What follows belongs to an exercise in optimizing a design on an open flow for small area, a short achievable clock period and few clock cycles per item; a production flow would make more cautious choices.
At most, simulation tests tie the RTL to the original design; equivalence was not proved.

== lane 2 ==
==> flow/design.v <==
package tpu_pkg;
        localparam int ARRAY_DIM  = 4;
        localparam int DATA_WIDTH = 8;
        typedef logic [DATA_WIDTH-1:0] elem_t;
endpackage
`timescale 1ns/10ps
module tpu_pe
(
        input  logic [7:0] a_in,
        input  logic [7:0] b_in,
        input  logic [7:0] acc_in,
        output logic [7:0] sum
);
        logic pp1, pp2, pp3, pp4, pp5, pp6, pp7, pp8, pp9, pp10, pp11, pp12, pp13, pp14, pp15, pp16, pp17, pp18, pp19, pp20, pp21, pp22, pp23, pp24, pp25, pp26, pp27, pp28, pp29, pp30, pp31, pp32, pp33, pp34, pp35, pp36, s37, c38, s39, c40, s41, c42, s43, c44, s45, c46, s47, c48, s49, c50, s51, c52, s53, c54, s55, c56, s57, c58, s59, c60, s61, c62, s63, c64, s65, c66, s67, c68, s69, c70, s71, c72, s73, c74, s75, c76, s77, c78, x79, x80, x81, x82, x83, x84, x85, x86, x87, x88, x89, x90, x91;
        logic [7:0] row0, row1;
        assign pp1 = a_in[0] & b_in[0];
        assign pp2 = a_in[0] & b_in[1];
        assign pp3 = a_in[0] & b_in[2];
        assign pp4 = a_in[0] & b_in[3];
        assign pp5 = a_in[0] & b_in[4];
        assign pp6 = a_in[0] & b_in[5];
        assign pp7 = a_in[0] & b_in[6];
        assign pp8 = a_in[0] & b_in[7];
        assign pp9 = a_in[1] & b_in[0];
        assign pp10 = a_in[1] & b_in[1];
        assign pp11 = a_in[1] & b_in[2];
        assign pp12 = a_in[1] & b_in[3];
        assign pp13 = a_in[1] & b_in[4];
        assign pp14 = a_in[1] & b_in[5];
        assign pp15 = a_in[1] & b_in[6];
        assign pp16 = a_in[2] & b_in[0];
        assign pp17 = a_in[2] & b_in[1];
        assign pp18 = a_in[2] & b_in[2];
        assign pp19 = a_in[2] & b_in[3];
        assign pp20 = a_in[2] & b_in[4];
        assign pp21 = a_in[2] & b_in[5];
        assign pp22 = a_in[3] & b_in[0];
        assign pp23 = a_in[3] & b_in[1];
        assign pp24 = a_in[3] & b_in[2];
        assign pp25 = a_in[3] & b_in[3];
        assign pp26 = a_in[3] & b_in[4];
        assign pp27 = a_in[4] & b_in[0];
        assign pp28 = a_in[4] & b_in[1];
        assign pp29 = a_in[4] & b_in[2];
        assign pp30 = a_in[4] & b_in[3];
        assign pp31 = a_in[5] & b_in[0];
        assign pp32 = a_in[5] & b_in[1];
        assign pp33 = a_in[5] & b_in[2];
        assign pp34 = a_in[6] & b_in[0];
        assign pp35 = a_in[6] & b_in[1];
        assign pp36 = a_in[7] & b_in[0];
        assign s37 = acc_in[1] ^ pp2;
        assign c38 = acc_in[1] & pp2;
        assign s39 = acc_in[2] ^ pp10 ^ pp16;
        assign c40 = (acc_in[2] & pp10) | (acc_in[2] & pp16) | (pp10 & pp16);
        assign s41 = pp3 ^ c38;
        assign c42 = pp3 & c38;
        assign s43 = acc_in[3] ^ pp11 ^ pp17;
        assign c44 = (acc_in[3] & pp11) | (acc_in[3] & pp17) | (pp11 & pp17);
        assign s45 = pp22 ^ pp4 ^ c40;
        assign c46 = (pp22 & pp4) | (pp22 & c40) | (pp4 & c40);
        assign s47 = c42 ^ s43;
        assign c48 = c42 & s43;
        assign s49 = acc_in[4] ^ pp12 ^ pp18;
        assign c50 = (acc_in[4] & pp12) | (acc_in[4] & pp18) | (pp12 & pp18);
        assign s51 = pp23 ^ pp27 ^ pp5;
        assign c52 = (pp23 & pp27) | (pp23 & pp5) | (pp27 & pp5);
        assign s53 = c44 ^ s49 ^ s51;
        assign c54 = (c44 & s49) | (c44 & s51) | (s49 & s51);
        assign s55 = c48 ^ c46;
        assign c56 = c48 & c46;
        assign s57 = acc_in[5] ^ pp13 ^ pp19;
        assign c58 = (acc_in[5] & pp13) | (acc_in[5] & pp19) | (pp13 & pp19);
        assign s59 = pp24 ^ pp28 ^ pp31;
        assign c60 = (pp24 & pp28) | (pp24 & pp31) | (pp28 & pp31);
        assign s61 = pp6 ^ c50 ^ c52;
        assign c62 = (pp6 & c50) | (pp6 & c52) | (c50 & c52);
        assign s63 = s57 ^ s59 ^ c54;
        assign c64 = (s57 & s59) | (s57 & c54) | (s59 & c54);
        assign s65 = s61 ^ c56;
        assign c66 = s61 & c56;
        assign s67 = acc_in[6] ^ pp14 ^ pp20;
        assign c68 = (acc_in[6] & pp14) | (acc_in[6] & pp20) | (pp14 & pp20);
        assign s69 = pp25 ^ pp29 ^ pp32;
        assign c70 = (pp25 & pp29) | (pp25 & pp32) | (pp29 & pp32);
        assign s71 = pp34 ^ pp7 ^ c58;
        assign c72 = (pp34 & pp7) | (pp34 & c58) | (pp7 & c58);
        assign s73 = c60 ^ s67 ^ s69;
        assign c74 = (c60 & s67) | (c60 & s69) | (s67 & s69);
        assign s75 = c62 ^ s71 ^ s73;
        assign c76 = (c62 & s71) | (c62 & s73) | (s71 & s73);
        assign s77 = c66 ^ c64;
        assign c78 = c66 & c64;
        assign x79 = acc_in[7] ^ pp15;
        assign x80 = pp21 ^ pp26;
        assign x81 = pp30 ^ pp33;
        assign x82 = pp35 ^ pp36;
        assign x83 = pp8 ^ x79;
        assign x84 = x80 ^ x81;
        assign x85 = x82 ^ c68;
        assign x86 = c70 ^ x83;
        assign x87 = x84 ^ x85;
        assign x88 = x86 ^ c72;
        assign x89 = x87 ^ c74;
        assign x90 = x88 ^ x89;
        assign x91 = x90 ^ c76;
        assign row0[0] = acc_in[0];
        assign row1[0] = pp1;
        assign row0[1] = pp9;
        assign row1[1] = s37;
        assign row0[2] = s39;
        assign row1[2] = s41;
        assign row0[3] = s47;
        assign row1[3] = s45;
        assign row0[4] = s53;
        assign row1[4] = s55;
        assign row0[5] = s65;
        assign row1[5] = s63;
        assign row0[6] = s75;
        assign row1[6] = s77;
        assign row0[7] = c78;
        assign row1[7] = x91;
        assign sum = row0 + row1;
endmodule
`timescale 1ns/10ps
module tpu_top
(
        input  logic clk,
        input  logic rst_n,
        input  logic in_valid,
        input  logic [31:0] a,
        input  logic [31:0] b,
        input  logic out_ready,
        output logic in_ready,
        output logic [31:0] out,
        output logic out_valid,
        output logic done
);
        localparam int N = 4;
        localparam int W = 8;
        logic [N*W-1:0] a_r, b_r;        
        logic           v_r;             
        logic [1:0]     k_r;             
        logic [1:0]     kin;             
        logic           clr;             
        logic [N-1:0]   orow;            
        logic [N*W-1:0] obuf [N];
        logic [N*W-1:0] c_row [N];       
        logic last, ob_free, xfer, s2_ok, adv2, in_fire, out_fire, zero;
        assign last     = (k_r == 2'd3);
        assign ob_free  = !out_valid || (orow[N-1] && out_ready);
        assign s2_ok    = !last || ob_free;
        assign adv2     = v_r && s2_ok;
        assign xfer     = v_r && last && ob_free;
        assign in_ready = !v_r || s2_ok;
        assign in_fire  = in_valid && in_ready;
        assign out_valid = |orow;
        assign out_fire  = out_valid && out_ready;
        always_comb begin
                out = '0;
                for (int r = 0; r < N; r++) begin
                        out = out | (obuf[r] & {(N*W){orow[r]}});
                end
        end
        assign zero = last || clr;
        always_ff @(posedge clk or negedge rst_n) begin
                if (!rst_n) begin
                        v_r  <= 1'b0;
                        kin  <= 2'd0;
                        clr  <= 1'b1;
                        orow <= '0;
                        done <= 1'b0;
                end else begin
                        clr  <= 1'b0;
                        done <= out_fire && orow[N-1];
                        if (in_ready) begin
                                v_r <= in_valid;
                        end
                        if (in_fire) begin
                                kin <= kin + 2'd1;
                        end
                        if (xfer) begin
                                orow <= 4'b0001;
                        end else if (out_fire) begin
                                orow <= {orow[N-2:0], 1'b0};
                        end
                end
        end
        always_ff @(posedge clk) begin
                if (in_ready) begin
                        a_r <= a;
                        b_r <= b;
                        k_r <= kin;
                end
        end
        always_ff @(posedge clk) begin
                if (xfer) begin
                        for (int r = 0; r < N; r++) begin
                                obuf[r] <= c_row[r];
                        end
                end
        end
        for (genvar i = 0; i < N; i++) begin : g_row
                for (genvar j = 0; j < N; j++) begin : g_col
                        logic [W-1:0] acc, sum;
                        tpu_pe u_pe (
                                .a_in   (a_r[(N-1-i)*W +: W]),
                                .b_in   (b_r[(N-1-j)*W +: W]),
                                .acc_in (acc),
                                .sum    (sum)
                        );
                        always_ff @(posedge clk) begin
                                if (adv2 || clr) begin
                                        acc <= zero ? 8'd0 : sum;
                                end
                        end
                        assign c_row[i][(N-1-j)*W +: W] = sum;
                end
        end
endmodule
export LEC_CHECK = 0
export CAP_MARGIN = 20
export CORE_MARGIN = 2
export CORE_UTILIZATION = 40
export PLACE_DENSITY = 0.6
export SETUP_SLACK_MARGIN = 2.0
export SLEW_MARGIN = 20
create_clock -name core_clock -period 5.0 [get_ports {clk}]
run.sh (not shown) runs the stock make flow with config.mk's settings and CLKGATE_MAP_FILE= SYNTH_SCRIPT=/design/flow/synth_recipe.tcl, a recipe that flattens the netlist after the stock synthesis.
The inputs of lane 5 differ from those of lane 2 as listed below.
Settings: SETUP_SLACK_MARGIN no longer set, was 2.0.
[summary]
The final reports for lane 5 and lane 2 show register-to-register slack lower in the former.
As of lane 5, non-clock buffer count had fallen by more than half compared to lane 2.
Via-per-instance ratio in lane 5 is 2.1% below lane 2.
Lane 5 and lane 2 ended up with nearly the same total die area.
Function was not checked in any run of this note: the RTL went through the layout flow alone.


tpu_top, a different RTL version from the one above (not shown whole).
Size: ~230 flip-flops, ~100 I/O pins.
// tpu_top
module tpu_top
(
        input  logic clk,
        input  logic rst_n,
        input  logic in_valid,
        input  logic [31:0] a,
        input  logic [31:0] b,
        input  logic out_ready,
        output logic in_ready,
        output logic [31:0] out,
        output logic out_valid,
        output logic done
);
        localparam int N = 4;
        localparam int W = 8;
        logic [1:0]     kin;             
        logic           first;           
        logic [N-1:0]   orow;            
        logic [N*W-1:0] obuf [1:N-1];    
        logic [N*W-1:0] acc0;            
        logic [N*W-1:0] c_row [1:N-1];   
        logic last, ob_free, xfer, in_fire, out_fire;
        assign last     = (kin == 2'd3);
        assign ob_free  = !out_valid || (orow[N-1] && out_ready);
        assign in_ready = first ? (!orow[0] || out_ready) :
                          last  ? ob_free : 1'b1;
        assign in_fire  = in_valid && in_ready;
        assign xfer     = in_fire && last;
        assign out_valid = |orow;
  ...
==> flow/config.mk <==
export PLATFORM = sky130hd
export DESIGN_NAME = tpu_top
export DESIGN_NICKNAME = tpu_top
export VERILOG_FILES = /design/flow/design.v
export SDC_FILE = /design/flow/constraint.sdc
export NUM_CORES = 4
export LEC_CHECK = 0
export CAP_MARGIN = 20
export CORE_MARGIN = 2
export CORE_UTILIZATION = 55
export PLACE_DENSITY = 0.7
export SETUP_SLACK_MARGIN = 0.7
export SLEW_MARGIN = 20
export SYNTH_HIERARCHICAL = 1
==> flow/constraint.sdc <==
create_clock -name core_clock -period 5.0 [get_ports {clk}]
set_input_delay 1.0000 -clock core_clock [delete_from_list [all_inputs] [get_ports {clk}]]
set_output_delay 1.0000 -clock core_clock [all_outputs]
set_load 0.01 [all_outputs]
standard.sh (not shown) runs the stock make flow with config.mk's settings and CLKGATE_MAP_FILE= SYNTH_SCRIPT=/design/flow/synth_recipe.tcl, a recipe that flattens the netlist after the stock synthesis.
==> flow/flow/run.sh <==
#!/bin/bash
# The standard layout with two changes:
# - the port buffers that buffer_ports inserts are sky130_fd_sc_hd__buf_4 instead of the
#   library's default pick, so the input ports can drive their fanout; every port still
#   gets its own buffer;
# - synthesis is the standard flow's own script (synth_recipe.tcl) except that Yosys's synth skips its
#   generic ABC pass (-noabc), so the full and half adders written in the RTL reach
#   extract_fa as written instead of re-expressed with inverters. Everything else (the
#   -nofsm -noshare synth, flattening, renaming, flip-flop mapping and the final ABC
#   mapping) is unchanged, so the registers are the standard synthesis's.
set -euo pipefail
sed '1s/.*/proc synth {args} { yosys synth -nofsm -noshare -noabc {*}$args }/' \
        synth_recipe.tcl > noabc_synth.tcl
sed "s#SYNTH_SCRIPT=[^ ]*#SYNTH_SCRIPT=$PWD/noabc_synth.tcl#" standard.sh > standard_noabc.sh
export BUFFER_PORTS_ARGS="-buffer_cell sky130_fd_sc_hd__buf_4"
bash standard_noabc.sh > standard.log 2>&1
Testbench counts at the start, summed over its fixed seeds: cycles 1,320, jobs 320.
Change:
--- a/flow/config.mk
+++ b/flow/config.mk
@@ -12 +12 @@
-export SETUP_SLACK_MARGIN = 0.7
+export SETUP_SLACK_MARGIN = 1.2
Effect: Synthesized cell count does not change. Routed wire length increases slightly. First-iteration DRC count rose by a little under a tenth.

[separate check: timing with driven ports]
No port has a modelled driver above. Below, the same layouts with a new extraction and two added sets of constraints. Step 1 sets driving cells, clkbuf_16 on the clock port and buf_2 on the other inputs (assumed; they add their load-dependent delay and slew). Step 2 moves the port delays by t, midway between the first and last clock arrival at a register: inputs arrive t later, outputs are due t later. That takes back most of the time a late clock gives input paths. Three values: ideal ports, drivers, drivers and shift; two values: the first two.
run | t, ns | setup WS [ns] | worst setup path at the end | latest minus earliest clock arrival (ns) | slew at the worst register clock pin (ns)
lane 2 | 0.625 | 1.322 / 1.322 / 1.322 | register to register | 0.020 / 0.020 | 0.07 / 0.07
lane 5 | 0.627 | 0.734 / 0.734 / 0.734 | register to register | 0.029 / 0.029 | 0.07 / 0.07
the first run of note 2 | 0.591 | 0.823 / 0.823 / 0.502 | input to register | 0.019 / 0.019 | 0.06 / 0.06
the second run of note 2 | 0.599 | 1.288 / 1.311 / 0.712 | input to register | 0.013 / 0.014 | 0.06 / 0.06
After both steps setup and hold are still met in every run listed. For the second run of note 2, which loses most, drivers alone change the setup slack by +0.023 ns; drivers and shift together by -0.576 ns.
